This design comes from an exercise in tuning for small area, a short achievable clock period and few clock cycles per item on the open sky130 flow, not from production work.
Where RTL was checked, it was by simulation tests only, not by an equivalence proof against the original.
No functional check of the RTL was part of runs 1 to 3.
Power figures rest on the tool's default switching activity, not on a simulated workload.

==> design/flow/design.v <==
package tbeh_pkg;
	localparam int MAX_BINS_DEF   = 64;
	localparam int COUNT_BITS_DEF = 16;
	localparam int TIME_W      = 32;
	localparam int BOUND_W     = 40;
	localparam int BIN_COUNT_W = 7;
	localparam int OPCODE_W    = 2;
	localparam int BIN_IDX_W   = 6;
	localparam int COUNT_OUT_W = 24;
	localparam int CFG_IDX_W   = 2;
	localparam int CFG_DATA_W  = 32;
	localparam logic [OPCODE_W-1:0] OP_CLEAR = 2'd0;
	localparam logic [OPCODE_W-1:0] OP_ADD   = 2'd1;
	localparam logic [OPCODE_W-1:0] OP_READ  = 2'd2;
	localparam logic [OPCODE_W-1:0] OP_SPARE = 2'd3;
	localparam logic [CFG_IDX_W-1:0] CFG_START  = 2'd0;
	localparam logic [CFG_IDX_W-1:0] CFG_WIDTH  = 2'd1;
	localparam logic [CFG_IDX_W-1:0] CFG_COUNT  = 2'd2;
	localparam logic [CFG_IDX_W-1:0] CFG_FILTER = 2'd3;
	localparam logic [TIME_W-1:0]      RST_START = 32'd0;
	localparam logic [TIME_W-1:0]      RST_WIDTH = 32'd1;
	localparam logic [BIN_COUNT_W-1:0] RST_COUNT = 7'd50;
	typedef struct packed {
		logic clear;
		logic step;
	} cur_cmd_t;
	typedef struct packed {
		logic advance;
		logic in_range;
	} cur_stat_t;
endpackage
module tbeh_ram #(
	parameter int WIDTH = 32,
	parameter int DEPTH = 64,
	parameter int SW    = 8,
	parameter int SR    = 8,
	parameter int NQ    = 3
) (
	input  logic                     clk,
	input  logic                     arst_n,
	input  logic [NQ-1:0]            wv,        
	input  logic [NQ-1:0]            wload,     
	input  logic [5:0]               wbin_in,
	input  logic [NQ*WIDTH-1:0]      wdata,     
	output logic [NQ-1:0]            wdone,     
	input  logic                     rstart,    
	input  logic                     rnext,     
	output logic                     rhit,      
	output logic [WIDTH-1:0]         rdata
);
	localparam int KW = DEPTH / SW;
	localparam int KR = DEPTH / SR;
	localparam int LW = $clog2(SW);
	localparam int LR = $clog2(SR);
	logic [5:0]             ph_q;
	logic [DEPTH*WIDTH-1:0] ring_q;
	logic [DEPTH*WIDTH-1:0] ring_d;
	logic [5:0]             x_q [NQ];
	logic [5:0]             rx_q;
	logic [NQ-1:0]          at;
	logic [WIDTH-1:0]       wbus;
	logic [KW-1:0]          wtap;
	always_ff @(posedge clk or negedge arst_n) begin
		if (!arst_n) begin
			ph_q <= '0;
		end else begin
			ph_q <= ph_q + 6'd1;
		end
	end
	always_ff @(posedge clk) begin
		for (int q = 0; q < NQ; q++) begin
			x_q[q] <= wload[q] ? (ph_q + 6'd1 - wbin_in) : (x_q[q] + 6'd1);
		end
		if (rstart) begin
			rx_q <= ph_q;
		end else if (!rnext) begin
			rx_q <= rx_q + 6'd1;
		end
	end
	always_comb begin
		wbus = '0;
		wtap = '0;
		for (int q = 0; q < NQ; q++) begin
			at[q] = wv[q] && (x_q[q][LW-1:0] == '0);
			if (at[q]) begin
				wbus = wbus | wdata[q*WIDTH +: WIDTH];
			end
			for (int k = 0; k < KW; k++) begin
				if (at[q] && x_q[q][5:LW] == k) begin
					wtap[k] = 1'b1;
				end
			end
		end
	end
	assign wdone = at;
	always_comb begin
		ring_d = {ring_q[(DEPTH-1)*WIDTH-1:0], ring_q[DEPTH*WIDTH-1:(DEPTH-1)*WIDTH]};
		for (int k = 0; k < KW; k++) begin
			if (wtap[k]) begin
				ring_d[k*SW*WIDTH +: WIDTH] = wbus;
			end
		end
	end
	always_ff @(posedge clk) begin
		ring_q <= ring_d;
	end
	assign rhit = rx_q[LR-1:0] == '0;
	always_comb begin
		rdata = ring_q[WIDTH-1:0];
		for (int k = 1; k < KR; k++) begin
			if (rx_q[5:LR] == k) begin
				rdata = ring_q[k*SR*WIDTH +: WIDTH];
			end
		end
	end
endmodule
module tbeh_gt #(
	parameter int W = 32
) (
	input  logic [W-1:0] a,
	input  logic [W-1:0] b,
	output logic         gt,
	output logic         eq
);
	localparam int L = $clog2(W);
	logic [W-1:0] g [L+1];
	logic [W-1:0] e [L+1];
	always_comb begin
		g[0] = a & ~b;
		e[0] = ~(a ^ b);
		for (int l = 1; l <= L; l++) begin
			g[l] = '0;
			e[l] = '0;
			for (int i = 0; i < (W >> l); i++) begin
				g[l][i] = g[l-1][2*i+1] | (e[l-1][2*i+1] & g[l-1][2*i]);
				e[l][i] = e[l-1][2*i+1] & e[l-1][2*i];
			end
		end
		gt = g[L][0];
		eq = e[L][0];
	end
endmodule
module tbeh_add #(
	parameter int W = 32
) (
	input  logic [W-1:0] a,
	input  logic [W-1:0] b,
	output logic [W:0]   s
);
	localparam int L = $clog2(W);
	logic [W-1:0] g [L+1];
	logic [W-1:0] p [L+1];
	always_comb begin
		g[0] = a & b;
		p[0] = a ^ b;
		for (int l = 1; l <= L; l++) begin
			g[l] = g[l-1];
			p[l] = p[l-1];
			for (int i = 0; i < W; i++) begin
				if ((i >> (l - 1)) % 2 == 1) begin
					g[l][i] = g[l-1][i] | (p[l-1][i] & g[l-1][((i >> (l - 1)) << (l - 1)) - 1]);
					p[l][i] = p[l-1][i] & p[l-1][((i >> (l - 1)) << (l - 1)) - 1];
				end
			end
		end
		s[0] = p[0][0];
		for (int i = 1; i < W; i++) begin
			s[i] = p[0][i] ^ g[L][i-1];
		end
		s[W] = g[L][W-1];
	end
endmodule
module tbeh_cursor (
	input  logic        clk,
	input  logic        arst_n,
	input  logic        wr_width,    
	input  logic        clr0,        
	input  logic        shift,       
	input  logic        step,        
	input  logic [31:0] start_time,
	input  logic [31:0] bin_width,
	input  logic [31:0] cmp_time,    
	input  logic [6:0]  bins_used,
	output logic [8:0]  cmp,
	output logic        bounds_busy, 
	output logic        fix_busy,    
	output logic        in_range,    
	output logic        in_range2,   
	output logic [6:0]  cursor
);
	logic [6:0]  c_q;
	logic        ir_q, ir2_q;    
	logic [32:0] b_q, b2_q, b3_q;
	logic [32:0] add_s;
	logic [1:0]  fix_q;          
	logic [2:0]  gh, eh, gl;
	logic        half;
	tbeh_add #(.W(32)) u_add (
		.a (b3_q[31:0]),
		.b (bin_width),
		.s (add_s)
	);
	logic [32:0] bnd [3];
	assign bnd[0] = b_q;
	assign bnd[1] = b2_q;
	assign bnd[2] = b3_q;
	for (genvar j = 0; j < 3; j++) begin : g_cmp
		logic ghi, ehi, glo, elo;
		tbeh_gt #(.W(16)) u_hi (.a (cmp_time[31:16]), .b (bnd[j][31:16]), .gt (ghi), .eq (ehi));
		tbeh_gt #(.W(16)) u_lo (.a (cmp_time[15:0]),  .b (bnd[j][15:0]),  .gt (glo), .eq (elo));
		assign cmp[3*j +: 3] = {ghi && !bnd[j][32], ehi && !bnd[j][32], glo};
	end
	assign bounds_busy = wr_width || (fix_q != 2'd0);
	assign fix_busy    = fix_q != 2'd0;
	assign in_range    = ir_q;
	assign in_range2   = ir2_q;
	assign cursor      = c_q;
	assign half = (fix_q == 2'd1) || (fix_q == 2'd2);
	always_ff @(posedge clk or negedge arst_n) begin
		if (!arst_n) begin
			c_q   <= '0;
			b_q   <= 33'd1;
			fix_q <= 2'd3;
		end else begin
			if (wr_width || fix_q == 2'd3) begin
				fix_q <= 2'd1;
			end else if (fix_q == 2'd1) begin
				fix_q <= 2'd2;
			end else begin
				fix_q <= 2'd0;
			end
			if (clr0) begin
				c_q <= '0;
			end else if (step) begin
				c_q <= c_q + 7'd1;
			end
			if (shift) begin
				b_q <= b2_q;
			end
		end
	end
	always_ff @(posedge clk) begin
		if (clr0) begin
			ir_q  <= 1'b1;
			ir2_q <= bins_used > 7'd1;
		end else if (step) begin
			ir_q  <= ir2_q;
			ir2_q <= (c_q + 7'd2) < bins_used;
		end else begin
			ir_q  <= c_q < bins_used;
			ir2_q <= (c_q + 7'd1) < bins_used;
		end
		if (shift || half) begin
			b2_q <= b3_q;
		end
		if (clr0) begin
			b3_q <= {1'b0, start_time};
		end else if (wr_width || fix_q == 2'd3) begin
			b3_q <= b_q;
		end else if (shift || half) begin
			b3_q <= {add_s[32] | b3_q[32], add_s[31:0]};
		end
	end
endmodule
module time_binned_event_histogram #(
	parameter int MAX_BINS   = tbeh_pkg::MAX_BINS_DEF,
	parameter int COUNT_BITS = tbeh_pkg::COUNT_BITS_DEF
) (
	input  logic                                clk,
	input  logic                                arst_n,
	input  logic                                cfg_we,
	input  logic [tbeh_pkg::CFG_IDX_W-1:0]      cfg_index,
	input  logic [tbeh_pkg::CFG_DATA_W-1:0]     cfg_data,
	input  logic                                in_valid,
	output logic                                in_stall,
	input  logic [tbeh_pkg::OPCODE_W-1:0]       opcode,
	input  logic [tbeh_pkg::TIME_W-1:0]         event_time,
	input  logic                                passes_filter,
	output logic                                out_valid,
	input  logic                                out_stall,
	output logic [tbeh_pkg::BIN_IDX_W-1:0]      bin_index,
	output logic [tbeh_pkg::COUNT_OUT_W-1:0]    local_count,
	output logic [tbeh_pkg::COUNT_OUT_W-1:0]    global_count,
	output logic [tbeh_pkg::COUNT_OUT_W-1:0]    local_peak,
	output logic [tbeh_pkg::COUNT_OUT_W-1:0]    global_peak,
	output logic                                last_bin
);
	localparam int CB = 16;
	localparam logic [CB-1:0] CNT_MAX = '1;
	logic [31:0] start_q;
	logic [31:0] width_q;
	logic [6:0]  n_q;         
	logic        filter_q;
	logic [6:0]  n_wr;
	always_comb begin
		if (cfg_data[6:0] == 7'd0) begin
			n_wr = 7'd1;
		end else if (cfg_data[6:0] > 7'd64) begin
			n_wr = 7'd64;
		end else begin
			n_wr = cfg_data[6:0];
		end
	end
	always_ff @(posedge clk or negedge arst_n) begin
		if (!arst_n) begin
			start_q  <= 32'd0;
			width_q  <= 32'd1;
			n_q      <= 7'd50;
			filter_q <= 1'b0;
		end else begin
			if (cfg_we) begin
				case (cfg_index)
					tbeh_pkg::CFG_START:  start_q  <= cfg_data;
					tbeh_pkg::CFG_WIDTH:  width_q  <= cfg_data;
					tbeh_pkg::CFG_COUNT:  n_q      <= n_wr;
					default:              filter_q <= cfg_data[0];
				endcase
			end
		end
	end
	logic        m_v, s_v;
	logic [3:0]  m_opv;       
	logic [3:0]  in_opv;
	logic [1:0]  s_op;
	logic [31:0] m_t, s_t;
	logic        m_p, s_p;
	logic [8:0]  m_cmp;              
	logic        m_c1, m_c2, m_c3;
	logic        m_k;                
	logic        m_cv;               
	logic [8:0]  cmp;
	logic        in_stall_q;         
	logic        bounds_busy;
	logic        fix_busy;
	logic        recmp;              
	logic        shift;
	logic [31:0] cmp_time;
	logic        m_done;
	logic        m_free;
	assign in_stall = in_stall_q;
	assign m_free   = !m_v || m_done;
	assign m_v = |m_opv;
	always_comb begin
		in_opv = '0;
		if (s_v) begin
			in_opv[s_op] = 1'b1;
		end else if (in_valid) begin
			in_opv[opcode] = 1'b1;
		end
	end
	always_ff @(posedge clk or negedge arst_n) begin
		if (!arst_n) begin
			m_opv <= '0;
			s_v        <= 1'b0;
			in_stall_q <= 1'b0;
		end else begin
			s_v        <= (s_v || in_valid) && !m_free;
			in_stall_q <= (s_v || in_valid) && !m_free;
			if (m_free) begin
				m_opv <= in_opv;
			end
		end
	end
	logic [31:0] held_time;
	assign held_time = recmp ? m_t : s_t;
	assign cmp_time  = (recmp || s_v) ? held_time : event_time;
	always_comb begin
		m_c1 = m_cmp[2] || (m_cmp[1] && m_cmp[0]);
		m_c2 = m_cmp[5] || (m_cmp[4] && m_cmp[3]);
		m_c3 = m_cmp[8] || (m_cmp[7] && m_cmp[6]);
	end
	always_ff @(posedge clk) begin
		if (m_free || recmp) begin
			m_cmp <= cmp;
		end
		if (!s_v) begin
			s_op <= opcode;
			s_t  <= event_time;
			s_p  <= passes_filter;
		end
		if (m_free) begin
			m_t  <= s_v ? s_t : event_time;
			m_p  <= s_v ? s_p : passes_filter;
		end
	end
	logic        is_add, is_clr, is_rd, is_nop;
	logic [1:0]  clrph_q;     
	logic        clr1, clr2;
	logic        add_go;      
	logic        gt1, gt2, in_range, in_range2;
	logic [6:0]  cursor;
	logic        want_step, step, add_done, land, take;
	logic        wq_full;
	logic        rd_active_q;
	logic        rd_all_q;
	logic        out_free;
	logic        rd_start;
	assign is_add = m_opv[tbeh_pkg::OP_ADD];
	assign is_clr = m_opv[tbeh_pkg::OP_CLEAR];
	assign is_rd  = m_opv[tbeh_pkg::OP_READ];
	assign is_nop = m_opv[tbeh_pkg::OP_SPARE];
	assign clr1 = is_clr && (clrph_q == 2'd0) && !rd_active_q && !fix_busy;
	assign clr2 = is_clr && (clrph_q != 2'd0);
	tbeh_cursor u_cursor (
		.clk         (clk),
		.arst_n      (arst_n),
		.wr_width    (cfg_we && (cfg_index == tbeh_pkg::CFG_WIDTH)),
		.clr0        (clr1),
		.shift       (shift),
		.step        (step),
		.start_time  (start_q),
		.bin_width   (width_q),
		.cmp_time    (cmp_time),
		.bins_used   (n_q),
		.cmp         (cmp),
		.bounds_busy (bounds_busy),
		.fix_busy    (fix_busy),
		.in_range    (in_range),
		.in_range2   (in_range2),
		.cursor      (cursor)
	);
	assign recmp     = is_add && !m_cv;
	assign add_go    = is_add && m_cv;
	assign gt1       = m_k ? m_c2 : m_c1;
	assign gt2       = m_k ? m_c3 : m_c2;
	assign want_step = add_go && in_range && gt1;
	assign step      = want_step && !wq_full;
	assign shift     = step || clr2;
	assign add_done  = add_go && (!want_step || (step && !(gt2 && in_range2)));
	assign land      = add_done && (want_step ? in_range2 : in_range);
	assign take      = !filter_q || m_p;
	assign rd_start  = is_rd && (!rd_active_q || (rd_all_q && out_free));
	assign m_done    = is_nop || rd_start || (clr2 && clrph_q == 2'd3) || add_done;
	always_ff @(posedge clk or negedge arst_n) begin
		if (!arst_n) begin
			clrph_q <= 2'd0;
		end else if (clr1 || clr2) begin
			clrph_q <= clrph_q + 2'd1;
		end
	end
	always_ff @(posedge clk) begin
		if (m_free || recmp) begin
			m_k  <= shift;
			m_cv <= !bounds_busy;
		end else if (step) begin
			m_k  <= 1'b1;
			m_cv <= !m_k;
		end
	end
	logic [CB-1:0] acc_l, acc_g, lpk, gpk;
	logic [CB-1:0] l_inc, g_inc;
	assign g_inc = acc_g + CB'(1);
	assign l_inc = acc_l + CB'(1);
	always_ff @(posedge clk or negedge arst_n) begin
		if (!arst_n) begin
			acc_l <= '0;
			acc_g <= '0;
			lpk   <= '0;
			gpk   <= '0;
		end else if (clr1) begin
			acc_l <= '0;
			acc_g <= '0;
			lpk   <= '0;
			gpk   <= '0;
		end else if (step) begin
			acc_g <= {{(CB-1){1'b0}}, land};
			acc_l <= {{(CB-1){1'b0}}, land && take};
			if (land && gpk == '0) begin
				gpk <= CB'(1);
			end
			if (land && take && lpk == '0) begin
				lpk <= CB'(1);
			end
		end else if (land) begin
			if (acc_g != CNT_MAX) begin
				acc_g <= g_inc;
				if (acc_g == gpk) begin
					gpk <= g_inc;
				end
			end
			if (take && acc_l != CNT_MAX) begin
				acc_l <= l_inc;
				if (acc_l == lpk) begin
					lpk <= l_inc;
				end
			end
		end
	end
	localparam int NQ = 3;
	logic [NQ-1:0]      wq_v;
	logic [NQ*2*CB-1:0] wq_data;
	logic [NQ-1:0]      wq_done;
	logic [NQ-1:0]      wq_free;
	logic [NQ-1:0]      wq_push;
	assign wq_free = ~wq_v | wq_done;
	assign wq_full = wq_free == '0;
	always_comb begin
		wq_push = '0;
		for (int q = NQ - 1; q >= 0; q--) begin
			if (wq_free[q]) begin
				wq_push = '0;
				wq_push[q] = step;
			end
		end
	end
	always_ff @(posedge clk or negedge arst_n) begin
		if (!arst_n) begin
			wq_v <= '0;
		end else if (clr1) begin
			wq_v <= '0;
		end else begin
			wq_v <= wq_push | (wq_v & ~wq_done);
		end
	end
	always_ff @(posedge clk) begin
		for (int q = 0; q < NQ; q++) begin
			if (wq_free[q]) begin
				wq_data[q*2*CB +: 2*CB]  <= {acc_l, acc_g};
			end
		end
	end
	logic [5:0]    rd_i_q;
	logic [6:0]    cs_q;
	logic [2*CB-1:0] accs_q;
	logic          rhit;
	logic [2*CB-1:0] rdata;
	logic          rd_load;
	logic          rd_last;
	logic [2*CB-1:0] rd_word;
	tbeh_ram #(
		.WIDTH (2 * CB),
		.DEPTH (64),
		.SW    (8),
		.SR    (8),
		.NQ    (NQ)
	) u_ram (
		.clk    (clk),
		.arst_n (arst_n),
		.wv      (wq_v),
		.wload   (wq_free),
		.wbin_in (cursor[5:0]),
		.wdata   (wq_data),
		.wdone   (wq_done),
		.rstart  (rd_start),
		.rnext   (rd_load),
		.rhit    (rhit),
		.rdata  (rdata)
	);
	logic        out_valid_q;
	logic [5:0]  oidx_q;
	logic [CB-1:0] olcnt_q, ogcnt_q, olpk_q, ogpk_q;
	logic        olast_q;
	assign out_free = !out_valid_q || !out_stall;
	assign rd_load  = rd_active_q && !rd_all_q && rhit && out_free;
	assign rd_last  = {1'b0, rd_i_q} == (n_q - 7'd1);
	assign rd_word  = ({1'b0, rd_i_q} < cs_q) ? rdata :
		(({1'b0, rd_i_q} == cs_q) ? accs_q : '0);
	always_ff @(posedge clk or negedge arst_n) begin
		if (!arst_n) begin
			rd_active_q <= 1'b0;
			rd_all_q    <= 1'b0;
			out_valid_q <= 1'b0;
		end else begin
			if (rd_start) begin
				rd_active_q <= 1'b1;
				rd_all_q    <= 1'b0;
			end else if (rd_all_q && out_free) begin
				rd_active_q <= 1'b0;
			end else if (rd_load && rd_last) begin
				rd_all_q <= 1'b1;
			end
			if (rd_load) begin
				out_valid_q <= 1'b1;
			end else if (!out_stall) begin
				out_valid_q <= 1'b0;
			end
		end
	end
	always_ff @(posedge clk) begin
		if (rd_start) begin
			rd_i_q <= '0;
			cs_q   <= cursor;
			accs_q <= {acc_l, acc_g};
			olpk_q <= lpk;
			ogpk_q <= filter_q ? gpk : lpk;
		end else if (rd_load) begin
			rd_i_q <= rd_i_q + 6'd1;
		end
		if (rd_load) begin
			oidx_q  <= rd_i_q;
			olcnt_q <= rd_word[2*CB-1:CB];
			ogcnt_q <= rd_word[CB-1:0];
			olast_q <= rd_last;
		end
	end
	assign out_valid    = out_valid_q;
	assign bin_index    = oidx_q;
	assign local_count  = {8'd0, olcnt_q};
	assign global_count = {8'd0, ogcnt_q};
	assign local_peak   = {8'd0, olpk_q};
	assign global_peak  = {8'd0, ogpk_q};
	assign last_bin     = olast_q;
endmodule
==> design/flow/flow/run.sh <==
#!/bin/bash
# The standard layout, with clock tree synthesis told not to add dummy loads.
# Each tool's full output stays in ORFS's own logs under orfs/logs; make's output
# goes to flow_make.log in this folder.
set -euo pipefail
export CTS_ARGS="-sink_clustering_enable -repair_clock_nets -sink_clustering_size 30 -sink_clustering_max_diameter 60 -dont_use_dummy_load"
bash standard.sh > flow_make.log 2>&1
==> design/flow/standard.sh <==
#!/bin/bash
# synth_recipe.tcl (not shown) runs the flow's synth.tcl, then flattens the netlist and writes it again
# the make line also repeats each setting of config.mk as NAME=value (left out here)
make -C /OpenROAD-flow-scripts/flow DESIGN_CONFIG=/design/flow/config.mk WORK_HOME=/design/flow/orfs CLKGATE_MAP_FILE= SYNTH_SCRIPT=/design/flow/synth_recipe.tcl "${@:-finish}"
==> design/flow/config.mk <==
export PLATFORM = sky130hd
export DESIGN_NAME = time_binned_event_histogram
export DESIGN_NICKNAME = time_binned_event_histogram
export VERILOG_FILES = /design/flow/design.v
export SDC_FILE = /design/flow/constraint.sdc
export NUM_CORES = 4
export LEC_CHECK = 0
export ABC_AREA = 1
export CAP_MARGIN = 20
export CORE_MARGIN = 2
export CORE_UTILIZATION = 35
export CTS_CLUSTER_DIAMETER = 60
export CTS_CLUSTER_SIZE = 30
export SETUP_SLACK_MARGIN = 4.2
export SLEW_MARGIN = 20
==> design/flow/constraint.sdc <==
create_clock -name core_clock -period 7.0 [get_ports {clk}]
set_input_delay 1.4000 -clock core_clock [delete_from_list [all_inputs] [get_ports {clk}]]
set_output_delay 1.4000 -clock core_clock [all_outputs]
set_load 0.01 [all_outputs]
==> results of run 1 <==
per-stage QoR:
| step | hold slack (ns) | area (sq um) |
|---|---|---|
| final | 0.2107 | 85410 |
| after global routing | 0.2026 | 85410 |
| after CTS | 0.2091 | 84780 |
| after detailed placement | 0.3121 | 80930 |
| after global placement | 0.3096 | 80930 |
| after floorplan | 0.3096 | 76460 |
area by class of cell:
type	instances	area, sq um
repair buffers	233	2252
fillers	20530	131300
well taps	2854	3571
multi-input cells	3268	17140
repair inverters	1	5.005
inverters	512	1972
clock buffers	145	3628
diodes	1	2.502
flip-flops and latches	2628	56840
sequential cells by signal (all words and copies together), names as in the netlist, 16 cells and up:
signal / flops
ogcnt_q: 16
u_cursor.b_q: 33
u_cursor.b3_q: 33
olcnt_q: 16
ogpk_q: 16
acc_g: 16
s_t: 32
u_cursor.b2_q: 33
start_q: 32
u_ram.x_q: 18
width_q: 32
gpk: 16
acc_l: 16
wq_data: 96
accs_q: 32
olpk_q: 16
lpk: 16
u_ram.ring_q: 2048
m_t: 32
layout by cell type, fill, tap and decap left out, types with 65 or more instances in the layout:
cell	count
dfxtp_1	2108
nand2_1	1404
inv_1	485
nand3_1	377
o21ai_0	338
edfxtp_1	323
nor2_1	293
dfrtp_1	187
a21oi_1	174
ha_1	171
clkbuf_16	148
clkdlybuf4s50_1	67
o21ai_1	66
nand4_1	65
kinds of logic (layout without fill, tap and decap cells):
logic type,Yosys count,in the layout,share of synthesized area
AO/OA/AOI/OAI,663,663,0.04597
XOR/XNOR,76,76,0.008737
adder cells (fa/ha/maj),180,180,0.03015
buffers and inverters,745,891,0.03966
flip-flops,2628,2628,0.7461
multiplexers,32,32,0.004730
other,1,33,0.00004922
AND/OR/NAND/NOR,2283,2285,0.1247
worst paths after layout:
kind | endpoint | slack [ns] | cells after the start
max reg2reg | ogcnt_q[10]$_DFFE_PP_ | 4.26 | 10
min | u_ram.ring_q[1648]$_DFF_P_ | 0.21 | 0
min in group asynchronous | start_q[16]$_DFFE_PN0P_ | 0.64 | 1
min reg2reg | u_ram.ring_q[1648]$_DFF_P_ | 0.21 | 0
max in group asynchronous | acc_l[4]$_DFFE_PN0P_ | 4.93 | 2
max | global_count[14] | 4.04 | 1
layer usage:
metal	up-vias	track usage	part of all wire
met4	0	0.04718	0.027
met1	21420	0.2170	0.45
met2	1189	0.2634	0.47
li1	21400	-	-
met5	-	0	0
met3	279	0.02318	0.052
power by group:
group	total, mW	internal [mW]	switching, mW
clock	8.15	3.68	4.47
sequential	18.3	17.3	0.945
combinational	8.45	2.73	5.72
what timing repair did:
action                                 in CTS  in global routing
pin swaps                                   8                 12
buffers inserted                           11                  9
endpoints found under the hold margin       0                  0
gates resized for setup                   436                119
setup endpoints to repair                 677                350
cloned                                      5                  5
==> out/results.ini, run 1 <==
[status]
status = timing/DRC/antenna clean

[worst_setup_path]
worstPathCellList = buf_2
arrival_ns = 1.56
crit_family = flip-flops
path_buf_inv = 1
critPathLaunch = ogcnt_q[14]$_DFFE_PP_
cp_slowest_stage_delay_ns = 0.55
cp-end-kind = output port
criticalPathCategory = flop to output port
r2r-start = u_ram.rx_q[3]$_DFFE_PP_
critPathRequiredTime_ns = 5.60
cp_max_fo = 1
crit_slowest_cell = edfxtp_1
worstSetupStartpointType = flop

[detailed_routing]
wl_per_cell_um = 18.83
wl_um = 181600
first_iter_violations = 3692
ant_nets = 0
first_pass_iters = 8
vias = 44290
via_per_inst = 4.593
drc_errors = 0

[placement]
routabilityCongestion = 0.8616
place_hpwl_um = 111800
placed_cells = 9466
port_buffers = 146
pre_cts_ws_ns = 2.723

[floorplan]
rows = 171
io_pins = 179
die_x_um = 470.6
core_sq_um = 216700
fp.dieArea_sq_um = 221400
initial_utilization = 0.3515
die_h_um = 470.6

[timing]
fin_tns_setup_ns = 0
fin_skew_ns = 0.1219
finalWorstSetupSlack_ns = 4.039
slew_headroom = 0.3687
period_share = 0.4230
tightest_slew_ns = 0.9470
finalHoldViolCount = 0
min_period_ns = 2.961
rsz0062_at_grt = yes
drv_slew = 0
max_freq_ghz = 0.3378
setup_viol = 0

[pwr]
power_mw = 34.87
vdd_drop_max_v = 0.0002731
power.density_nw_per_um2 = 408.3
leakage_nw = 36.26

[run]
cap_violations = 0

[global_routing]
grt_antenna_before_repair = 2
grt_overflow = 0
grt_max_degree = 77
grt_usage = 0.1596
grt_pass1_vias = 43560
grt_pass1_wl_um = 269400

[cts]
cts_buffers = 145
clockRootBuffer = clkbuf_16
cts.clk_slew.worst_paths_ns = 0.10
cts_tree = done
worst_skew_pair.late_latency_ns = 0.80
cts_hold_buf = 0
clockBufferDepth = 3
h-tree-depth = 4
clkSinkCount = 2628

[synthesis]
ys_types = 64
yosysTopAreaCellShare = 0.5539
async_flop_share = 0.07496
netlist_top_cells_area = dfxtp_1 (55%), edfxtp_1 (13%), nand2_1 (7.0%), dfrtp_1 (6.2%), ha_1 (2.9%)
ys_seq_area_frac = 0.7461
synth_top_flop_cell = dfxtp_1
synth.avg_cell_area_sq_um = 11.53
synth.cells.most_frequent = dfxtp_1 (2108), nand2_1 (1423), inv_1 (499)
synth_edf_count = 323
ys_ff_latch = 2628
yosysMostFrequentCell = dfxtp_1
yosys_warnings = 12
syn_inst = 6608
synth_top_cell_by_area = dfxtp_1
synth_area_sq_um = 76190

[final_layout]
layoutNonFillerInstCount = 9642
areaGrowthSynthToFinish_pct = 12.11
fin_util = 0.3941
layout-drive-gt1-share = 0.07647
nets = 7043

[worst_hold_path]
hp-start = u_ram.ring_q[1616]$_DFF_P_
hold_class = flop to flop

==> inputs of run 2 (changes only) <==
==> design/flow/flow/run.sh (replaced) <==
#!/bin/bash
# The standard layout, with clock tree synthesis told not to add dummy loads.
# Each tool's full output stays in ORFS's own logs under orfs/logs; make's output
# goes to flow_make.log in this folder.
set -euo pipefail
export CTS_ARGS="-sink_clustering_enable -repair_clock_nets -sink_clustering_size 24 -sink_clustering_max_diameter 50 -dont_use_dummy_load"
bash standard.sh > flow_make.log 2>&1
==> run 2 against run 1 <==
Power up 2.0%. Combinational power down 2%. Routed wire length down 0.51%. Sequential power about the same. Clock skew down 0.023 ns. Final cell count up 0.29%. Register-to-register slack about the same. Largest cell class unchanged.
==> out/results.ini, run 2 <==
[status]
status = timing/DRC/antenna clean

[floorplan]
fp.dieArea_sq_um = 221400
die_h_um = 470.6
io_pins = 179
core_sq_um = 216700
rows = 171
die_x_um = 470.6
initial_utilization = 0.3515

[final_layout]
nets = 7072
fillers = 20480
max_flop_register = u_ram.ring_q
largest_reg_flops = 2048
final_common_cell = dfxtp_1
layout-drive-gt1-share = 0.07717
antenna_cells = 0
areaGrowthSynthToFinish_pct = 12.93
top_regs = u_ram.ring_q (2048), wq_data (96)
most-common-layout-cells = dfxtp_1 (2108), nand2_1 (1406), inv_1 (488), nand3_1 (378), o21ai_0 (340)

[cts]
clockRootBuffer = clkbuf_16
cts.clk_slew.worst_paths_ns = 0.09
h-tree-depth = 4
worst_skew_pair.late_latency_ns = 0.83
clockBufferDepth = 3
cts_tree = done
cts_hold_buf = 0
clkSinkCount = 2628
cts_buffers = 176

[detailed_routing]
ant_nets = 0
first_iter_violations = 3550
via_per_inst = 4.608
drc_errors = 0
wl_per_cell_um = 18.68
first_pass_iters = 5
wl_um = 180700
vias = 44560

[worst_setup_path]
crit_family = flip-flops
r2r-start = u_ram.rx_q[3]$_DFFE_PP_
path_buf_inv = 1
worstSetupStartpointType = flop
reg2regPathDepth = 10
criticalPathCategory = flop to output port
path_depth = 1
arrival_ns = 1.59
cp_max_fo = 1
crit_slowest_cell = edfxtp_1
worstPathCellList = buf_2
cp_slowest_stage_delay_ns = 0.55
cp-end-kind = output port
critPathRequiredTime_ns = 5.60
critPathLaunch = ogcnt_q[13]$_DFFE_PP_

[timing]
finalWorstSetupSlack_ns = 4.008
period_share = 0.4274
max_freq_ghz = 0.3342
min_period_ns = 2.992
setup_viol = 0
rsz0062_at_grt = yes
fin_skew_ns = 0.09861
drv_slew = 0
finalHoldViolCount = 0
tightest_slew_ns = 0.9496
slew_headroom = 0.3669
fin_tns_setup_ns = 0

[synthesis]
ys_seq_area_frac = 0.7461
synth_edf_count = 323
async_flop_share = 0.07496
yosysMostFrequentCell = dfxtp_1
netlist_top_cells_area = dfxtp_1 (55%), edfxtp_1 (13%), nand2_1 (7.0%), dfrtp_1 (6.2%), ha_1 (2.9%)
synth_top_cell_by_area = dfxtp_1
synth_area_sq_um = 76190
ys_ff_latch = 2628
yosys_warnings = 12
synth.avg_cell_area_sq_um = 11.53
yosysTopAreaCellShare = 0.5539
syn_inst = 6608
synth_top_flop_cell = dfxtp_1
synth.cells.most_frequent = dfxtp_1 (2108), nand2_1 (1423), inv_1 (499)
ys_types = 64

[global_routing]
grt_pass1_vias = 43750
grt_pass1_wl_um = 269500
grt_usage = 0.1597
grt_antenna_before_repair = 3
grt_overflow = 0
grt_max_degree = 77

[placement]
port_buffers = 146
routabilityCongestion = 0.8616
pre_cts_ws_ns = 2.723
place_hpwl_um = 111800

[run]
cap_violations = 0

[worst_hold_path]
hold_depth = 0
hold_class = flop to flop
hp-start = u_ram.ring_q[113]$_DFF_P_

[pwr]
vdd_drop_max_v = 0.0002525
power.density_nw_per_um2 = 413.5
leakage_nw = 36.59

## run 2: path summary, 6_finish.rpt
| check | endpoint | slack, ns |
|---|---|---|
| setup reg to reg | ogcnt_q[10]$_DFFE_PP_ | 4.27 |
| hold / removal | u_ram.ring_q[145]$_DFF_P_ | 0.24 |
| max in group asynchronous | gpk[7]$_DFFE_PN0P_ | 4.97 |
| min in group asynchronous | start_q[16]$_DFFE_PN0P_ | 0.63 |
| setup / recovery | global_count[13] | 4.01 |
| hold reg to reg | u_ram.ring_q[145]$_DFF_P_ | 0.24 |
## run 2: through the flow
stage	instances	cell area [sq um]	util	hold slack, ns	power (mW)
2_1_floorplan	6639	76460	-	0.3096	23.37
3_3_place_gp	9466	80930	0.3734	0.3096	26.18
3_5_place_dp	9466	80930	0.3734	0.3121	26.41
4_1_cts	9656	85590	0.3949	0.2358	35.60
5_1_grt	9670	86030	0.3970	0.2443	37.50
6_report	9670	86030	0.3970	0.2355	35.58
## run 2: cell type report
cell class / instances / area, sq um / area share
sequential: 2628 / 56840 / 0.6607
inverter: 512 / 1973 / 0.02293
tap: 2854 / 3571 / 0.04151
timing repair inverter: 1 / 5.005 / 0.00005817
clock buffer: 176 / 4404 / 0.05119
timing repair buffer: 231 / 2208 / 0.02567
multi-input combinational: 3268 / 17030 / 0.1979
## run 2: per-layer routing
| metal | part of all wire | up-vias | global-route usage | wire length, um |
|---|---|---|---|---|
| li1 | - | 21460 | - | - |
| met5 | 0.000072 | - | 0 | 13 |
| met2 | 0.46 | 1217 | 0.2617 | 83950 |
| met3 | 0.054 | 298 | 0.02361 | 9835 |
| met4 | 0.029 | 2 | 0.04863 | 5281 |
| met1 | 0.45 | 21580 | 0.2178 | 81600 |
## run 2: where the power goes
part	total (mW)	internal, mW	leakage, nW	switching, mW
combinational	8.27	2.67	11.4	5.60
clock	9.03	4.42	2.17	4.61
sequential	18.3	17.3	23.0	0.947
## run 2: cell families after synthesis
group,share of synthesized area
adder cells (fa/ha/maj),0.03015
multiplexers,0.004730
other,0.00004922
XOR/XNOR,0.008737
AND/OR/NAND/NOR,0.1247
flip-flops,0.7461
AO/OA/AOI/OAI,0.04597
buffers and inverters,0.03966
## run 2: timing repair
| action | 4_1_cts | 5_1_grt |
|---|---|---|
| pin swaps | 6 | 9 |
| buffers inserted | 10 | 11 |
| resized for setup | 450 | 90 |
| hold endpoints to repair | 0 | 0 |
| gates cloned | 4 | 3 |
| endpoints found under the setup margin | 678 | 347 |
==> inputs of run 3 (changes only) <==
==> design/flow/flow/run.sh (replaced) <==
#!/bin/bash
# The standard layout, with clock tree synthesis told not to add dummy loads.
# Each tool's full output stays in ORFS's own logs under orfs/logs; make's output
# goes to flow_make.log in this folder.
set -euo pipefail
export CTS_ARGS="-sink_clustering_enable -repair_clock_nets -sink_clustering_size 36 -sink_clustering_max_diameter 60 -dont_use_dummy_load"
bash standard.sh > flow_make.log 2>&1
==> run 3 against run 2 <==
Flip-flop and latch count stayed put. Fmax is 0.74% higher. Still clean. Largest cell class unchanged. Critical path depth stayed put. Routed wire length is 0.46% lower.
==> out/results.ini, run 3 <==
[status]
status = timing/DRC/antenna clean

[cts]
cts.clk_slew.worst_paths_ns = 0.12
h-tree-depth = 4
clockBufferDepth = 3
cts_buffers = 136
worst_skew_pair.late_latency_ns = 0.79
clockRootBuffer = clkbuf_16
clkSinkCount = 2628
cts_tree = done
cts_hold_buf = 0

[detailed_routing]
vias = 44220
first_iter_violations = 3563
ant_nets = 0
topRoutingLayerUsed = met4
wl_met1_um = 82170
wl_um = 179800
wl_per_cell_um = 18.67
met2RoutedLength_um = 83800
first_pass_iters = 6
via_per_inst = 4.591
wl_met3_um = 9056
drc_errors = 0

[floorplan]
core_sq_um = 216700
rows = 171
initial_utilization = 0.3515
fp.dieArea_sq_um = 221400
die_h_um = 470.6
die_x_um = 470.6
io_pins = 179

[final_layout]
final_common_cell = dfxtp_1
multi_input_area_sq_um = 17100
layoutNonFillerInstCount = 9632
antenna_cells = 0
register_area_sq_um = 56840
max_flop_register = u_ram.ring_q
top_regs = u_ram.ring_q (2048), wq_data (96)
layout-drive-gt1-share = 0.07303
fillers = 20570
largest_reg_flops = 2048
nets = 7034
most-common-layout-cells = dfxtp_1 (2108), nand2_1 (1405), inv_1 (489), nand3_1 (378), o21ai_0 (338)
areaGrowthSynthToFinish_pct = 11.71

[synthesis]
yosys.area_share.simple = 0.1247
synth_top_family_by_area = simple AND/OR/NAND/NOR gates
synthXorXnorAreaFrac = 0.008737
yosysTopAreaCellShare = 0.5539
synth_top_flop_cell = dfxtp_1
ys_ff_latch = 2628
ys_types = 64
synth-adder-area-share = 0.03015
yosys_warnings = 12
yosysMostFrequentCell = dfxtp_1
async_flop_share = 0.07496
netlist_top_cells_area = dfxtp_1 (55%), edfxtp_1 (13%), nand2_1 (7.0%), dfrtp_1 (6.2%), ha_1 (2.9%)
synth_edf_count = 323
synth_area_sq_um = 76190
synth_top_cell_by_area = dfxtp_1
syn_inst = 6608
synth-compound-area-share = 0.04597
synth.cells.most_frequent = dfxtp_1 (2108), nand2_1 (1423), inv_1 (499)
ys_seq_area_frac = 0.7461
synth_mux_area_frac = 0.004730
synth.avg_cell_area_sq_um = 11.53

[global_routing]
grt_max_degree = 77
grt_overflow = 0
grt_antenna_before_repair = 2
grt_usage = 0.1590
grt_pass1_vias = 43330
grt_pass1_wl_um = 268500

[placement]
port_buffers = 146
routabilityCongestion = 0.8616
placed_cells = 9466
place_hpwl_um = 111800

[pwr]
power.density_nw_per_um2 = 405.5
vdd_drop_max_v = 0.0002680
leakage_nw = 36.13

[worst_setup_path]
worstSetupStartpointType = flop
crit_family = flip-flops
crit_slowest_cell = edfxtp_1
path_buf_inv = 1
criticalPathCategory = flop to output port
critPathRequiredTime_ns = 5.60
cp_max_fo = 1
cp_slowest_stage_delay_ns = 0.56
cp-end-kind = output port
arrival_ns = 1.57
worstPathCellList = buf_2

[worst_hold_path]
hold_class = flop to flop

[timing]
period_share = 0.4243
min_period_ns = 2.970
holdWs_ns = 0.2293
drv_slew = 0
fin_skew_ns = 0.1217
tightest_slew_ns = 0.9470
setup_viol = 0
finalHoldViolCount = 0
slew_headroom = 0.3687
fin_tns_setup_ns = 0
max_freq_ghz = 0.3367
rsz0062_at_grt = yes

[run]
cap_violations = 0

[run 3: cell counts after synthesis]
No cell type changed its count.
[run 3: cell type report]
class	instances	share of cell area
clock buffers	136	0.03999
inverters	512	0.02317
multi-input cells	3268	0.2009
flip-flops and latches	2628	0.6679
well taps	2854	0.04196
repair buffers	233	0.02601
repair inverters	1	0.00005881
[run 3: per-stage QoR]
stage          worst slack, ns  utilization  area, sq um  power [mW]
6_report                 4.030       0.3927        85110       34.51
5_1_grt                  3.960       0.3927        85110       36.37
4_1_cts                  3.949       0.3901        84560       34.44
3_5_place_dp             2.723       0.3734        80930       26.41
3_3_place_gp             2.757       0.3734        80930       26.18
2_1_floorplan            3.557            -        76460       23.37
[run 3: logic make-up after synthesis]
family,after synthesis
compound gates,663
xor+xnor,76
simple gates,2283
buf+inv,745
flops,2628
other cells,1
mux,32
fa+ha+maj,180
[run 3: where the power goes]
part           internal [mW]  total [mW]  leakage (nW)  switching [mW]
registers               17.3        18.3          23.0           0.938
clock network           3.47        7.87          1.68            4.40
logic                   2.71        8.38          11.5            5.66
total                   23.5        34.5          36.1            11.0
[run 3: per-layer routing]
metal / vias to the layer above / track usage
li1: 21380 / -
met1: 21470 / 0.2171
met2: 1117 / 0.2626
met3: 258 / 0.02211
met4: 0 / 0.04531
met5: - / 0
[run 3: worst paths after layout]
check | start | end | slack, ns | cells past startpoint
setup / recovery | ogcnt_q[14]$_DFFE_PP_ | global_count[14] | 4.03 | 1
hold / removal | u_ram.ring_q[1616]$_DFF_P_ | u_ram.ring_q[1648]$_DFF_P_ | 0.23 | 0
setup reg to reg | m_opv[1]$_DFFE_PN0N_ | m_cmp[3]$_DFFE_PP_ | 4.29 | 13
hold reg to reg | u_ram.ring_q[1616]$_DFF_P_ | u_ram.ring_q[1648]$_DFF_P_ | 0.23 | 0
max in group asynchronous | arst_n | acc_l[4]$_DFFE_PN0P_ | 4.93 | 2
min in group asynchronous | arst_n | start_q[16]$_DFFE_PN0P_ | 0.65 | 1
[run 3: timing repair]
action / in CTS / in global routing
hold endpoints to repair: 0 / 0
pin swaps: 9 / 11
buffers inserted: 11 / 12
setup endpoints to repair: 677 / 361
gates cloned: 5 / 2
gates resized for setup: 436 / 107
[run 3: worst reg2reg max path, delay by kind of cell (launching register included)]
family	cells	cell delay (ns)
flops	1	0.41
fa+ha+maj	1	0.35
simple gates	3	0.34
compound gates	4	0.63
buf+inv	5	0.75
==> inputs of run 4 (changes only) <==
--- a/design/flow/design.v
+++ b/design/flow/design.v
@@ -43,6 +43,7 @@
 	input  logic [5:0]               wbin_in,
 	input  logic [NQ*WIDTH-1:0]      wdata,     
 	output logic [NQ-1:0]            wdone,     
+	output logic [NQ-1:0]            wtap_d,    
 	input  logic                     rstart,    
 	input  logic                     rnext,     
 	output logic                     rhit,      
@@ -67,9 +68,16 @@
 			ph_q <= ph_q + 6'd1;
 		end
 	end
+	logic [5:0] x_d [NQ];
+	always_comb begin
+		for (int q = 0; q < NQ; q++) begin
+			x_d[q]    = wload[q] ? (ph_q + 6'd1 - wbin_in) : (x_q[q] + 6'd1);
+			wtap_d[q] = x_d[q][LW-1:0] == '0;
+		end
+	end
 	always_ff @(posedge clk) begin
 		for (int q = 0; q < NQ; q++) begin
-			x_q[q] <= wload[q] ? (ph_q + 6'd1 - wbin_in) : (x_q[q] + 6'd1);
+			x_q[q] <= x_d[q];
 		end
 		if (rstart) begin
 			rx_q <= ph_q;
@@ -186,6 +194,8 @@
 	output logic        fix_busy,    
 	output logic        in_range,    
 	output logic        in_range2,   
+	output logic        in_range_d,  
+	output logic        in_range2_d,
 	output logic [6:0]  cursor
 );
 	logic [6:0]  c_q;
@@ -239,17 +249,21 @@
 			end
 		end
 	end
-	always_ff @(posedge clk) begin
+	always_comb begin
 		if (clr0) begin
-			ir_q  <= 1'b1;
-			ir2_q <= bins_used > 7'd1;
+			in_range_d  = 1'b1;
+			in_range2_d = bins_used > 7'd1;
 		end else if (step) begin
-			ir_q  <= ir2_q;
-			ir2_q <= (c_q + 7'd2) < bins_used;
+			in_range_d  = ir2_q;
+			in_range2_d = (c_q + 7'd2) < bins_used;
 		end else begin
-			ir_q  <= c_q < bins_used;
-			ir2_q <= (c_q + 7'd1) < bins_used;
+			in_range_d  = c_q < bins_used;
+			in_range2_d = (c_q + 7'd1) < bins_used;
 		end
+	end
+	always_ff @(posedge clk) begin
+		ir_q  <= in_range_d;
+		ir2_q <= in_range2_d;
 		if (shift || half) begin
 			b2_q <= b3_q;
 		end
@@ -318,17 +332,19 @@
 			end
 		end
 	end
-	logic        m_v, s_v;
+	logic        m_v;
 	logic [3:0]  m_opv;       
+	logic [3:0]  m_opv_d;
 	logic [3:0]  in_opv;
-	logic [1:0]  s_op;
-	logic [31:0] m_t, s_t;
-	logic        m_p, s_p;
+	logic [31:0] m_t;
+	logic        m_p;
 	logic [8:0]  m_cmp;              
 	logic        m_c1, m_c2, m_c3;
 	logic        m_k;                
 	logic        m_cv;               
 	logic [8:0]  cmp;
+	logic [8:0]  m_cmp_d;
+	logic        m_k_d, m_cv_d;
 	logic        in_stall_q;         
 	logic        bounds_busy;
 	logic        fix_busy;
@@ -342,45 +358,32 @@
 	assign m_v = |m_opv;
 	always_comb begin
 		in_opv = '0;
-		if (s_v) begin
-			in_opv[s_op] = 1'b1;
-		end else if (in_valid) begin
+		if (in_valid) begin
 			in_opv[opcode] = 1'b1;
 		end
 	end
+	assign m_opv_d = !in_stall_q ? in_opv : (m_done ? 4'd0 : m_opv);
 	always_ff @(posedge clk or negedge arst_n) begin
 		if (!arst_n) begin
-			m_opv <= '0;
-			s_v        <= 1'b0;
+			m_opv      <= '0;
 			in_stall_q <= 1'b0;
 		end else begin
-			s_v        <= (s_v || in_valid) && !m_free;
-			in_stall_q <= (s_v || in_valid) && !m_free;
-			if (m_free) begin
-				m_opv <= in_opv;
-			end
+			m_opv      <= m_opv_d;
+			in_stall_q <= in_stall_d;
 		end
 	end
-	logic [31:0] held_time;
-	assign held_time = recmp ? m_t : s_t;
-	assign cmp_time  = (recmp || s_v) ? held_time : event_time;
+	assign cmp_time = recmp ? m_t : event_time;
 	always_comb begin
 		m_c1 = m_cmp[2] || (m_cmp[1] && m_cmp[0]);
 		m_c2 = m_cmp[5] || (m_cmp[4] && m_cmp[3]);
 		m_c3 = m_cmp[8] || (m_cmp[7] && m_cmp[6]);
 	end
+	assign m_cmp_d = (!in_stall_q || recmp) ? cmp : m_cmp;
 	always_ff @(posedge clk) begin
-		if (m_free || recmp) begin
-			m_cmp <= cmp;
-		end
-		if (!s_v) begin
-			s_op <= opcode;
-			s_t  <= event_time;
-			s_p  <= passes_filter;
-		end
-		if (m_free) begin
-			m_t  <= s_v ? s_t : event_time;
-			m_p  <= s_v ? s_p : passes_filter;
+		m_cmp <= m_cmp_d;
+		if (!in_stall_q) begin
+			m_t <= event_time;
+			m_p <= passes_filter;
 		end
 	end
 	logic        is_add, is_clr, is_rd, is_nop;
@@ -388,6 +391,10 @@
 	logic        clr1, clr2;
 	logic        add_go;      
 	logic        gt1, gt2, in_range, in_range2;
+	logic        in_range_d, in_range2_d;
+	logic        rd_active_d;
+	logic [1:0]  clrph_d;
+	logic        in_stall_d;
 	logic [6:0]  cursor;
 	logic        want_step, step, add_done, land, take;
 	logic        wq_full;
@@ -417,6 +424,8 @@
 		.fix_busy    (fix_busy),
 		.in_range    (in_range),
 		.in_range2   (in_range2),
+		.in_range_d  (in_range_d),
+		.in_range2_d (in_range2_d),
 		.cursor      (cursor)
 	);
 	assign recmp     = is_add && !m_cv;
@@ -431,22 +440,29 @@
 	assign take      = !filter_q || m_p;
 	assign rd_start  = is_rd && (!rd_active_q || (rd_all_q && out_free));
 	assign m_done    = is_nop || rd_start || (clr2 && clrph_q == 2'd3) || add_done;
+	assign clrph_d = (clr1 || clr2) ? clrph_q + 2'd1 : clrph_q;
 	always_ff @(posedge clk or negedge arst_n) begin
 		if (!arst_n) begin
 			clrph_q <= 2'd0;
-		end else if (clr1 || clr2) begin
-			clrph_q <= clrph_q + 2'd1;
+		end else begin
+			clrph_q <= clrph_d;
 		end
 	end
-	always_ff @(posedge clk) begin
-		if (m_free || recmp) begin
-			m_k  <= shift;
-			m_cv <= !bounds_busy;
+	always_comb begin
+		m_k_d  = m_k;
+		m_cv_d = m_cv;
+		if (!in_stall_q || recmp) begin
+			m_k_d  = shift;
+			m_cv_d = !bounds_busy;
 		end else if (step) begin
-			m_k  <= 1'b1;
-			m_cv <= !m_k;
+			m_k_d  = 1'b1;
+			m_cv_d = !m_k;
 		end
 	end
+	always_ff @(posedge clk) begin
+		m_k  <= m_k_d;
+		m_cv <= m_cv_d;
+	end
 	logic [CB-1:0] acc_l, acc_g, lpk, gpk;
 	logic [CB-1:0] l_inc, g_inc;
 	assign g_inc = acc_g + CB'(1);
@@ -492,6 +508,8 @@
 	logic [NQ-1:0]      wq_done;
 	logic [NQ-1:0]      wq_free;
 	logic [NQ-1:0]      wq_push;
+	logic [NQ-1:0]      wq_v_d;
+	logic [NQ-1:0]      wq_at_d;    
 	assign wq_free = ~wq_v | wq_done;
 	assign wq_full = wq_free == '0;
 	always_comb begin
@@ -503,13 +521,12 @@
 			end
 		end
 	end
+	assign wq_v_d = clr1 ? '0 : (wq_push | (wq_v & ~wq_done));
 	always_ff @(posedge clk or negedge arst_n) begin
 		if (!arst_n) begin
 			wq_v <= '0;
-		end else if (clr1) begin
-			wq_v <= '0;
 		end else begin
-			wq_v <= wq_push | (wq_v & ~wq_done);
+			wq_v <= wq_v_d;
 		end
 	end
 	always_ff @(posedge clk) begin
@@ -519,6 +536,23 @@
 			end
 		end
 	end
+	always_comb begin
+		logic c1n, c2n, c3n, g1n, g2n, fulln, wantn, stepn, addn, donen;
+		c1n   = m_cmp_d[2] || (m_cmp_d[1] && m_cmp_d[0]);
+		c2n   = m_cmp_d[5] || (m_cmp_d[4] && m_cmp_d[3]);
+		c3n   = m_cmp_d[8] || (m_cmp_d[7] && m_cmp_d[6]);
+		g1n   = m_k_d ? c2n : c1n;
+		g2n   = m_k_d ? c3n : c2n;
+		fulln = (~wq_v_d | wq_at_d) == '0;
+		wantn = m_cv_d && in_range_d && g1n;
+		stepn = wantn && !fulln;
+		addn  = m_cv_d && (!wantn || (stepn && !(g2n && in_range2_d)));
+		donen = m_opv_d[tbeh_pkg::OP_SPARE] ||
+			(m_opv_d[tbeh_pkg::OP_READ] && !rd_active_d) ||
+			(m_opv_d[tbeh_pkg::OP_CLEAR] && clrph_d == 2'd3) ||
+			(m_opv_d[tbeh_pkg::OP_ADD] && addn);
+		in_stall_d = (m_opv_d != '0) && !donen;
+	end
 	logic [5:0]    rd_i_q;
 	logic [6:0]    cs_q;
 	logic [2*CB-1:0] accs_q;
@@ -541,6 +575,7 @@
 		.wbin_in (cursor[5:0]),
 		.wdata   (wq_data),
 		.wdone   (wq_done),
+		.wtap_d  (wq_at_d),
 		.rstart  (rd_start),
 		.rnext   (rd_load),
 		.rhit    (rhit),
@@ -555,17 +590,16 @@
 	assign rd_last  = {1'b0, rd_i_q} == (n_q - 7'd1);
 	assign rd_word  = ({1'b0, rd_i_q} < cs_q) ? rdata :
 		(({1'b0, rd_i_q} == cs_q) ? accs_q : '0);
+	assign rd_active_d = rd_start ? 1'b1 : ((rd_all_q && out_free) ? 1'b0 : rd_active_q);
 	always_ff @(posedge clk or negedge arst_n) begin
 		if (!arst_n) begin
 			rd_active_q <= 1'b0;
 			rd_all_q    <= 1'b0;
 			out_valid_q <= 1'b0;
 		end else begin
+			rd_active_q <= rd_active_d;
 			if (rd_start) begin
-				rd_active_q <= 1'b1;
-				rd_all_q    <= 1'b0;
-			end else if (rd_all_q && out_free) begin
-				rd_active_q <= 1'b0;
+				rd_all_q <= 1'b0;
 			end else if (rd_load && rd_last) begin
 				rd_all_q <= 1'b1;
 			end
==> design/flow/flow/run.sh (replaced) <==
#!/bin/bash
# The standard layout, with clock tree synthesis told not to add dummy loads.
# Each tool's full output stays in ORFS's own logs under orfs/logs; make's output
# goes to flow_make.log in this folder.
set -euo pipefail
export CTS_ARGS="-sink_clustering_enable -repair_clock_nets -sink_clustering_size 30 -sink_clustering_max_diameter 60 -dont_use_dummy_load"
bash standard.sh > flow_make.log 2>&1
==> run 4 against run 3 <==
Still clean. Clock skew is 0.0031 ns lower. Global-route usage shrank 1.1 points. Die area shrank 3.4%. Power fell by 12%. First-iteration DRC count shrank 16%. Synthesized area down 3.4%. Synthesized cell count shrank 14%. Via count down 11%. Routed wire length shrank 9.6%. Largest cell class unchanged. Largest power group unchanged.
==> out/results.ini, run 4 <==
[worst_setup_path]
cp_slowest_stage_delay_ns = 0.46
arrival_ns = 3.57
critPathLaunch = event_time[28]
worstPathCellList = clkdlybuf4s50_1 > nand2_2 > nand2_4 > ha_1 > nand2_1 > nor2_1 > a21oi_1 > nand2_1 > a21oi_2 > nand2_2 > nand2_1 > nand2_1 > nand3_1 > nor2_1 > nor2_1 > nor2_1
worstSetupStartpointType = primary input
criticalPathCategory = primary input to flop
cp_max_fo = 3
path_buf_inv = 1
crit_family = simple AND/OR/NAND/NOR gates
cp-end-kind = flop
r2r-start = u_cursor.b3_q[17]$_DFFE_PP_
critPathRequiredTime_ns = 7.68
crit_slowest_cell = clkdlybuf4s50_1

[floorplan]
fp.dieArea_sq_um = 214000
initial_utilization = 0.3516
core_sq_um = 209400
die_h_um = 462.6
rows = 168
io_pins = 179
die_x_um = 462.6

[detailed_routing]
via_per_inst = 4.497
vias = 39230
wl_per_cell_um = 18.63
first_iter_violations = 2979
first_pass_iters = 6
drc_errors = 0
wl_um = 162500
ant_nets = 0

[synthesis]
synth_area_sq_um = 73600
syn_inst = 5655
synth.avg_cell_area_sq_um = 13.02
yosysMostFrequentCell = dfxtp_1
netlist_top_cells_area = dfxtp_1 (57%), edfxtp_1 (13%), dfrtp_1 (6.5%), nand2_1 (4.2%), mux2_2 (3.9%)
synth_top_family_by_area = simple AND/OR/NAND/NOR gates
synth_top_flop_cell = dfxtp_1
yosysTopAreaCellShare = 0.5674
synth-compound-area-share = 0.05083
synth.cells.most_frequent = dfxtp_1 (2086), nand2_1 (823), o21ai_0 (357)
yosys_warnings = 13
synth_mux_area_frac = 0.04398
ys_seq_area_frac = 0.7609
ys_ff_latch = 2593
synthXorXnorAreaFrac = 0.007735
async_flop_share = 0.07597
yosys.area_share.simple = 0.07417
synth-adder-area-share = 0.03121
synth_edf_count = 310
synth_top_cell_by_area = dfxtp_1
ys_types = 71

[cts]
clkSinkCount = 2593
h-tree-depth = 4
cts_hold_buf = 0
cts_buffers = 140
clockRootBuffer = clkbuf_16
cts.clk_slew.worst_paths_ns = 0.09
cts_tree = done
worst_skew_pair.late_latency_ns = 0.82
clockBufferDepth = 3

[timing]
slew_headroom = 0.4181
period_share = 0.4124
setup_viol = 0
rsz0062_at_grt = yes
tightest_slew_ns = 0.8729
drv_slew = 0
finalWorstSetupSlack_ns = 4.113
fin_tns_setup_ns = 0
min_period_ns = 2.887
finalHoldViolCount = 0
max_freq_ghz = 0.3464
fin_skew_ns = 0.1186

[placement]
placed_cells = 8502
port_buffers = 146
routabilityCongestion = 0.8609
place_hpwl_um = 96920
placed_area_sq_um = 78480
pre_cts_ws_ns = 2.441

[final_layout]
largest_reg_flops = 2048
fillers = 19600
layout-drive-gt1-share = 0.1357
final_cell_area_sq_um = 83560
most-common-layout-cells = dfxtp_1 (2084), nand2_1 (773), o21ai_0 (345), inv_1 (340), edfxtp_1 (310)
nets = 6173
multi_input_area_sq_um = 16470
final_common_cell = dfxtp_1
top_regs = u_ram.ring_q (2048), wq_data (96)
max_flop_register = u_ram.ring_q
register_area_sq_um = 56020
layoutNonFillerInstCount = 8725
areaGrowthSynthToFinish_pct = 13.53

[pwr]
vdd_drop_max_v = 0.0002005
power_mw = 30.49
leakage_nw = 34.93
power.density_nw_per_um2 = 364.8

[run]
cap_violations = 0

[worst_hold_path]
hp-start = u_ram.ring_q[680]$_DFF_P_
hold_class = flop to flop

[global_routing]
grt_usage = 0.1476
grt_pass1_vias = 38640
grt_antenna_before_repair = 8
grt_max_degree = 75
grt_overflow = 0
grt_pass1_wl_um = 241100

[status]
status = timing/DRC/antenna clean

[run 4: cell types whose count changed after synthesis, sizes merged, moves of 23 or more]
cell | previous run | this run
clkbuf | 143 | 99
inv | 508 | 365
mux2 | 32 | 259
mux2i | 0 | 32
nand2 | 1430 | 831
nand3 | 385 | 141
nor2 | 305 | 193
o21ai | 432 | 398
o221ai | 0 | 23
[run 4: metrics by stage]
| step | utilization | hold slack, ns |
|---|---|---|
| after floorplan | - | 0.3096 |
| after global placement | 0.3749 | 0.3098 |
| after detailed placement | 0.3749 | 0.3121 |
| after CTS | 0.3957 | 0.2480 |
| after global routing | 0.3991 | 0.2384 |
| final | 0.3991 | 0.2569 |
[run 4: worst paths after layout]
kind,endpoint,slack (ns),cells after the start
min in group asynchronous,u_cursor.b_q[5]$_DFFE_PN0N_,0.60,1
hold / removal,u_ram.ring_q[712]$_DFF_P_,0.26,0
setup reg to reg,u_cursor.b3_q[27]$_DFFE_PP_,4.12,9
setup / recovery,in_stall_q$_DFF_PN0_,4.11,16
max in group asynchronous,start_q[21]$_DFFE_PN0P_,5.13,2
hold reg to reg,u_ram.ring_q[712]$_DFF_P_,0.26,0
[run 4: cell families after synthesis]
| kind of cell | Yosys count |
|---|---|
| other cells | 1 |
| xor+xnor | 65 |
| buf+inv | 549 |
| simple gates | 1297 |
| compound gates | 679 |
| flops | 2593 |
| fa+ha+maj | 180 |
| mux | 291 |
[run 4: what timing repair did]
item,4_1_cts,5_1_grt
buffers inserted,34,23
endpoints found under the hold margin,0,0
pin swaps,33,27
endpoints found under the setup margin,603,300
cloned,13,9
resized for setup,472,79
[run 4: area by class of cell]
cell class	instances	share of cell area
Timing Repair Buffer	264	0.03120
Sequential cell	2593	0.6704
Clock buffer	140	0.04192
Multi-Input combinational cell	2552	0.1971
Inverter	366	0.01710
Tap cell	2805	0.04200
Antenna cell	3	0.00008984
Timing Repair inverter	2	0.0001797
[run 4: metal layers]
layer,up-vias,track usage,share of wire
met5,-,0,0
met1,19070,0.2060,0.48
li1,19020,-,-
met2,896,0.2348,0.45
met3,248,0.02523,0.047
met4,0,0.04323,0.026
[run 4: power breakdown]
group / switching, mW / total (mW) / internal (mW)
Combinational: 3.91 / 5.87 / 1.96
Sequential: 0.592 / 16.7 / 16.1
Clock: 4.39 / 7.95 / 3.56
Testbench counts of run 4, summed over its fixed seeds: cycles 15,662, items 10,368.
==> inputs of run 5 (changes only) <==
--- a/design/flow/config.mk
+++ b/design/flow/config.mk
@@ -11,5 +11,5 @@
 export CORE_UTILIZATION = 35
 export CTS_CLUSTER_DIAMETER = 60
 export CTS_CLUSTER_SIZE = 30
-export SETUP_SLACK_MARGIN = 4.2
+export SETUP_SLACK_MARGIN = 4.35
 export SLEW_MARGIN = 20
==> run 5 against run 4 <==
Core utilization grew 0.38 points. Still clean. Final cell count grew 0.18%. Register-to-register slack gained 0.05 ns. Setup slack lost 0.099 ns. Flip-flop and latch count is the same. Largest power group unchanged. Hold slack gained 0.013 ns. Die area is the same. Clock skew grew 0.033 ns. Combinational power grew 6.1%. Sequential power is essentially flat. Synthesized cell count is the same. First-iteration DRC count shrank 4.2%. Largest cell class unchanged.
==> out/results.ini, run 5 <==
[synthesis]
synth.avg_cell_area_sq_um = 13.02
yosysTopAreaCellShare = 0.5674
ys_types = 71
synth_top_flop_cell = dfxtp_1
ys_seq_area_frac = 0.7609
synth.cells.most_frequent = dfxtp_1 (2086), nand2_1 (823), o21ai_0 (357)
yosysMostFrequentCell = dfxtp_1
synth_edf_count = 310
ys_ff_latch = 2593
synth_area_sq_um = 73600
netlist_top_cells_area = dfxtp_1 (57%), edfxtp_1 (13%), dfrtp_1 (6.5%), nand2_1 (4.2%), mux2_2 (3.9%)
async_flop_share = 0.07597
yosys_warnings = 13
syn_inst = 5655
synth_top_cell_by_area = dfxtp_1

[worst_setup_path]
worstSetupStartpointType = flop
critPathRequiredTime_ns = 5.60
cp_max_fo = 1
path_depth = 1
crit_slowest_cell = edfxtp_1
cp-end-kind = output port
worstPathCellList = buf_6
rrSetupSlack_ns = 4.17
crit_family = flip-flops
reg2regPathDepth = 19
arrival_ns = 1.59
criticalPathCategory = flop to output port
path_buf_inv = 1
cp_slowest_stage_delay_ns = 0.59

[timing]
slew_headroom = 0.3284
finalHoldViolCount = 0
drv_slew = 0
setup_viol = 0
max_freq_ghz = 0.3349
min_period_ns = 2.986
fin_skew_ns = 0.1516
rsz0062_at_grt = yes
period_share = 0.4266
tightest_slew_ns = 1.007
fin_tns_setup_ns = 0

[cts]
cts_tree = done
cts_buffers = 138
clockRootBuffer = clkbuf_16
clockBufferDepth = 3
worst_skew_pair.late_latency_ns = 0.83
cts.clk_slew.worst_paths_ns = 0.11
clkSinkCount = 2593
h-tree-depth = 4

[detailed_routing]
first_pass_iters = 6
first_iter_violations = 2854
wl_per_cell_um = 18.78
wl_um = 164200
ant_nets = 0
vias = 39400
drc_errors = 0
via_per_inst = 4.508

[floorplan]
fp.dieArea_sq_um = 214000
die_h_um = 462.6
io_pins = 179
die_x_um = 462.6
initial_utilization = 0.3516
rows = 168
core_sq_um = 209400

[global_routing]
grt_antenna_before_repair = 10
grt_max_degree = 104
grt_usage = 0.1490
grt_pass1_wl_um = 243200
grt_pass1_vias = 39020
grt_overflow = 0

[placement]
place_hpwl_um = 98130
routabilityCongestion = 0.8671
placed_area_sq_um = 78480
port_buffers = 146

[final_layout]
max_flop_register = u_ram.ring_q
most-common-layout-cells = dfxtp_1 (2080), nand2_1 (744), o21ai_0 (343), inv_1 (337), edfxtp_1 (310)
areaGrowthSynthToFinish_pct = 14.60
final_cell_area_sq_um = 84350
layout-drive-gt1-share = 0.1542
top_regs = u_ram.ring_q (2048), wq_data (96)
largest_reg_flops = 2048
fin_util = 0.4029
nets = 6190
final_common_cell = dfxtp_1

[pwr]
power.density_nw_per_um2 = 364.7
power_mw = 30.76
leakage_nw = 35.12
vdd_drop_max_v = 0.0002887

[worst_hold_path]
hold_class = flop to flop
hold_depth = 0

[run]
cap_violations = 0

[status]
status = timing/DRC/antenna clean

## run 5: cell counts after synthesis
No cell type changed its count.
## run 5: path summary, 6_finish.rpt
check,to,from
setup / recovery,local_count[8],olcnt_q[8]$_DFFE_PP_
hold / removal,u_ram.ring_q[1785]$_DFF_P_,u_ram.ring_q[1753]$_DFF_P_
setup reg to reg,u_cursor.b3_q[16]$_DFFE_PP_,width_q[0]$_DFFE_PN1P_
hold reg to reg,u_ram.ring_q[1785]$_DFF_P_,u_ram.ring_q[1753]$_DFF_P_
max in group asynchronous,out_valid_q$_DFFE_PN0P_,arst_n
min in group asynchronous,n_q[3]$_DFFE_PN0P_,arst_n
## run 5: area by class of cell
class / instances / area, sq um
inverter: 366 / 1451
timing repair inverter: 2 / 15.01
fill: 19630 / 125000
clock buffer: 138 / 3453
multi-input combinational: 2553 / 17090
antenna: 2 / 5.005
timing repair buffer: 282 / 2795
sequential: 2593 / 56030
tap: 2805 / 3510
## run 5: repair_timing
action / in CTS / in global routing
hold buffers: 0 / 0
pin swaps: 103 / 46
setup endpoints to repair: 647 / 383
cloned: 15 / 5
gates resized for setup: 627 / 98
setup buffers: 46 / 35
## run 5: per-stage QoR
| stage | std cells | hold WS, ns | setup slack [ns] |
|---|---|---|---|
| final | 8741 | 0.2695 | 4.014 |
| after floorplan | 5686 | 0.3096 | 4.097 |
| after global placement | 8500 | 0.3096 | 2.629 |
| after CTS | 8699 | 0.2618 | 3.931 |
| after global routing | 8740 | 0.2654 | 3.986 |
| after detailed placement | 8500 | 0.3121 | 2.541 |
## run 5: metal layers
layer	GRT usage	vias to the layer above	share of wire	wire length [um]
li1	-	19050	-	-
met3	0.02457	242	0.046	7575
met5	0	-	0	0
met2	0.2395	901	0.46	75150
met4	0.04674	0	0.027	4403
met1	0.2053	19210	0.47	77070
## run 5: kinds of logic (layout without fill, tap and decap cells)
group	Yosys count	after routing	synth area share
AO/OA/AOI/OAI	679	680	0.05083
XOR/XNOR	65	65	0.007735
adder cells (fa/ha/maj)	180	180	0.03121
buffers and inverters	549	788	0.03111
flip-flops	2593	2593	0.7609
multiplexers	291	291	0.04398
other	1	34	0.00005095
AND/OR/NAND/NOR	1297	1305	0.07417
## run 5: power breakdown
part           switching, mW  internal (mW)
registers              0.564           16.1
clock network           4.38           3.51
logic                   4.07           2.15

afterwards: timing with drivers on the ports:
Ports are ideal in the flow. The routed layouts listed here were re-timed in OpenROAD.
Step 1 sets driving cells, clkbuf_16 on the clock port and buf_2 on the other inputs (assumed; they add their load-dependent delay and slew).
Step 2 times the ports against the registers' clock, not the clock port: input delays grow and output delays shrink by t, the midpoint of the rising clock arrivals with the driver on.
Slacks: no drivers / after step 1 / after step 2; pairs: no drivers / after step 1.
run | t (ns) | setup WS [ns] | hold slack, ns | slew at the worst register clock pin (ns) | worst data-port slew with drivers (ns)
run 1 | 0.826 | 4.039 / 3.958 / 3.449 | 0.211 / 0.211 / 0.211 | 0.11 / 0.11 | 0.05
run 2 | 0.860 | 4.008 / 3.927 / 3.416 | 0.236 / 0.236 / 0.236 | 0.09 / 0.09 | 0.05
run 3 | 0.811 | 4.030 / 3.950 / 3.473 | 0.229 / 0.229 / 0.229 | 0.12 / 0.12 | 0.05
run 4 | 0.852 | 4.113 / 4.041 / 3.325 | 0.257 / 0.257 / 0.257 | 0.11 / 0.11 | 0.05
run 5 | 0.854 | 4.014 / 3.923 / 3.425 | 0.270 / 0.270 / 0.270 | 0.11 / 0.11 | 0.07
After both steps setup and hold are still met in every run listed. For run 4, which loses most, drivers alone change the setup slack by -0.072 ns; drivers and shift together by -0.788 ns.
